Source: an optimization exercise on an open RTL-to-GDS flow (aim: small area, a short achievable clock period and few clock cycles). Production flows keep margins and buffers that such runs may drop.
The RTL was checked by simulation tests, not by an equivalence proof against the original design.

Setup of JK:
==> flow/design.v (excerpt) <==
module md_unit
#(
    parameter int MULT_CYCLES = 5,
    parameter int DIV_CYCLES  = 10
) (
    input  logic        clk,
    input  logic        reset,
    input  logic        start,
    input  logic        cancel,
    input  logic [2:0]  op,
    input  logic [31:0] a,
    input  logic [31:0] b,
    output logic        busy,
    output logic [31:0] hi,
    output logic [31:0] lo
);
    logic [31:0] ra;             
    logic [31:0] rb;             
    logic        first;          
    logic        fix;            
    logic        isdiv;
    logic        sg;             
    logic        an;             
    logic [2:0]  cnt;            
    logic [2:0]  na, nb;         
    logic [5:0]  lza, lzb;       
    logic accept, mul_op, div_op, sg_op;
    assign accept = start && !cancel && !busy;
    assign mul_op = (op == 3'd1) || (op == 3'd2);
    assign div_op = (op == 3'd3) || (op == 3'd4);
    assign sg_op  = (op == 3'd1) || (op == 3'd3);
    function automatic logic [2:0] nchunks(input logic [31:0] x, input logic s);
        logic f1, f2, f3;
  ...
==> flow/config.mk <==
export PLATFORM = sky130hd
export DESIGN_NAME = md_unit
export DESIGN_NICKNAME = md_unit
export VERILOG_FILES = /design/flow/design.v
export SDC_FILE = /design/flow/constraint.sdc
export NUM_CORES = 4
export LEC_CHECK = 0
export ABC_AREA = 1
export CAP_MARGIN = 20
export CORE_MARGIN = 2
export CORE_UTILIZATION = 40
export SLEW_MARGIN = 20
==> flow/constraint.sdc <==
create_clock -name core_clock -period 100.0 [get_ports {clk}]
set_input_delay 20.0000 -clock core_clock [delete_from_list [all_inputs] [get_ports {clk}]]
set_output_delay 20.0000 -clock core_clock [all_outputs]
set_load 0.01 [all_outputs]
standard.sh (not shown) runs the stock make flow with config.mk's settings and CLKGATE_MAP_FILE= SYNTH_SCRIPT=/design/flow/synth_recipe.tcl, a recipe that flattens the netlist after the stock synthesis.
==> flow/flow/run.sh <==
#!/bin/bash
# The standard layout, with the resizer's repair_timing asked for a large setup margin so
# that it shortens the register-to-register paths well below the clock period.
set -euo pipefail
bash standard.sh SETUP_SLACK_MARGIN=79 finish > standard_flow.log 2>&1
Testbench counts of JK, summed over its fixed seeds: cycles 69,983.
Relative to JK, the following input files were edited for MS:
==> flow/flow/run.sh <==
#!/bin/bash
# The standard layout, with the resizer's repair_timing asked for a large setup margin so
# that it shortens the register-to-register paths well below the clock period.
set -euo pipefail
bash standard.sh SETUP_SLACK_MARGIN=78.5 finish > standard_flow.log 2>&1
### Flow results
- MS reached the final stage; the timing, design-rule and antenna checks on its layout passed.
- As of MS, total number of vias had fallen slightly compared to JK.
- Compare MS and JK | met1 demand-to-capacity share in global routing lower: MS
- Cmp MS and JK / data required time of the critical path / higher: JK
Modified inputs, AL compared to MS
==> flow/flow/run.sh <==
#!/bin/bash
# The standard layout, with the resizer's repair_timing asked for a large setup margin so
# that it shortens the register-to-register paths well below the clock period.
set -euo pipefail
bash standard.sh SETUP_SLACK_MARGIN=78 finish > standard_flow.log 2>&1
Per the final summary, AL finished and its layout is clean on timing, DRC and antenna. Utilization MS -> AL: down. Going from MS to AL, routed wire length went down by about 1.3%; fraction of layout instances using a drive strength above 1 went down by 2.6 points.

---

## fjord
Another version of the RTL of md_unit (not shown whole).
For scale: roughly 4900 cells after synthesis, ~140 flip-flops, about 140 I/O pins, about 30000 sq um of cells after synthesis.
// md_unit
module md_unit
#(
    parameter int MULT_CYCLES = 5,
    parameter int DIV_CYCLES  = 10
) (
    input  logic        clk,
    input  logic        reset,
    input  logic        start,
    input  logic        cancel,
    input  logic [2:0]  op,
    input  logic [31:0] a,
    input  logic [31:0] b,
    output logic        busy,
    output logic [31:0] hi,
    output logic [31:0] lo
);
export LEC_CHECK = 0
export ABC_AREA = 1
export CAP_MARGIN = 20
export CORE_MARGIN = 2
export CORE_UTILIZATION = 40
export SLEW_MARGIN = 20
create_clock -name core_clock -period 100.0 [get_ports {clk}]
==> flow/flow/run.sh <==
#!/bin/bash
# The standard layout, with the resizer's repair_timing asked for a large setup margin so
# that it shortens the register-to-register paths well below the clock period, and the
# port buffers that placement inserts made plain buffers rather than delay cells.
set -euo pipefail
bash standard.sh SETUP_SLACK_MARGIN=78.5 "BUFFER_PORTS_ARGS=-buffer_cell sky130_fd_sc_hd__buf_8" finish > standard_flow.log 2>&1
Testbench counts of fjord, summed over its fixed seeds: cycles 69,983.
diff inputs: fjord => harbor
==> flow/flow/run.sh <==
#!/bin/bash
# The standard layout, with the resizer's repair_timing asked for a large setup margin so
# that it shortens the register-to-register paths well below the clock period, and the
# port buffers that placement inserts made plain buffers rather than delay cells.
set -euo pipefail
bash standard.sh SETUP_SLACK_MARGIN=79 "BUFFER_PORTS_ARGS=-buffer_cell sky130_fd_sc_hd__buf_4" finish > standard_flow.log 2>&1
[summary]
harbor vs fjord on proportion of cell area occupied by registers: harbor is the higher one. Against fjord as the reference, harbor delivers a higher core utilization. Area: harbor vs fjord -> harbor larger. Fill cell instance count of the final layout essentially unchanged between fjord and harbor. Taking fjord as the reference point, the buffer count from post-CTS setup fixing of harbor rises by 64. In harbor, the first-pass GRT wire length came out 2.6% above the value in fjord. After detailed routing, fjord needs less wire than harbor.
Here is what was changed in the inputs of pepper compared with harbor.
==> flow/flow/run.sh <==
#!/bin/bash
# The standard layout, with the resizer's repair_timing asked for a large setup margin so
# that it shortens the register-to-register paths well below the clock period, and the
# port buffers that placement inserts made plain buffers rather than delay cells.
set -euo pipefail
bash standard.sh SETUP_SLACK_MARGIN=78.5 "BUFFER_PORTS_ARGS=-buffer_cell sky130_fd_sc_hd__buf_4" finish > standard_flow.log 2>&1
==> comparison <==
- Across both runs, final setup slack of the worst path was lower for pepper than for harbor.
- harbor → pepper: met1 demand-to-capacity share in global routing lower, worst hold slack higher.

re-timing with driven ports:
The flow's constraints put no driver on any port. The routed layouts listed below were extracted and timed again, unchanged, in two steps. Step 1 assumes that a clkbuf_16 drives the clock port and a buf_2 every other input. Step 2 adds t to the input delays and takes it off the output delays; t is the mean of the earliest and latest rising clock arrival at the registers after step 1. Input paths then give back, and output paths get back, about the clock's delay inside the block. Slacks: ideal / step 1 / step 2; pairs: ideal / step 1.
| run | t, ns | slack for setup (ns) | latest minus earliest clock arrival (ns) | slew at the worst register clock pin (ns) |
|---|---|---|---|---|
| JK | 0.544 | 78.657 / 78.606 / 78.061 | 0.022 / 0.021 | 0.08 / 0.08 |
| MS | 0.547 | 78.520 / 78.455 / 77.954 | 0.011 / 0.010 | 0.08 / 0.08 |
| AL | 0.558 | 78.112 / 78.109 / 77.583 | 0.015 / 0.015 | 0.08 / 0.08 |
| fjord | 0.563 | 78.707 / 78.659 / 78.178 | 0.016 / 0.016 | 0.08 / 0.08 |
| harbor | 0.562 | 78.980 / 78.912 / 78.516 | 0.030 / 0.030 | 0.08 / 0.08 |
| pepper | 0.554 | 78.677 / 78.657 / 78.165 | 0.022 / 0.022 | 0.08 / 0.08 |
After both steps every run listed still meets setup and hold. The setup slack of JK, which loses most, moves by -0.051 ns with the drivers and by -0.596 ns with both steps.
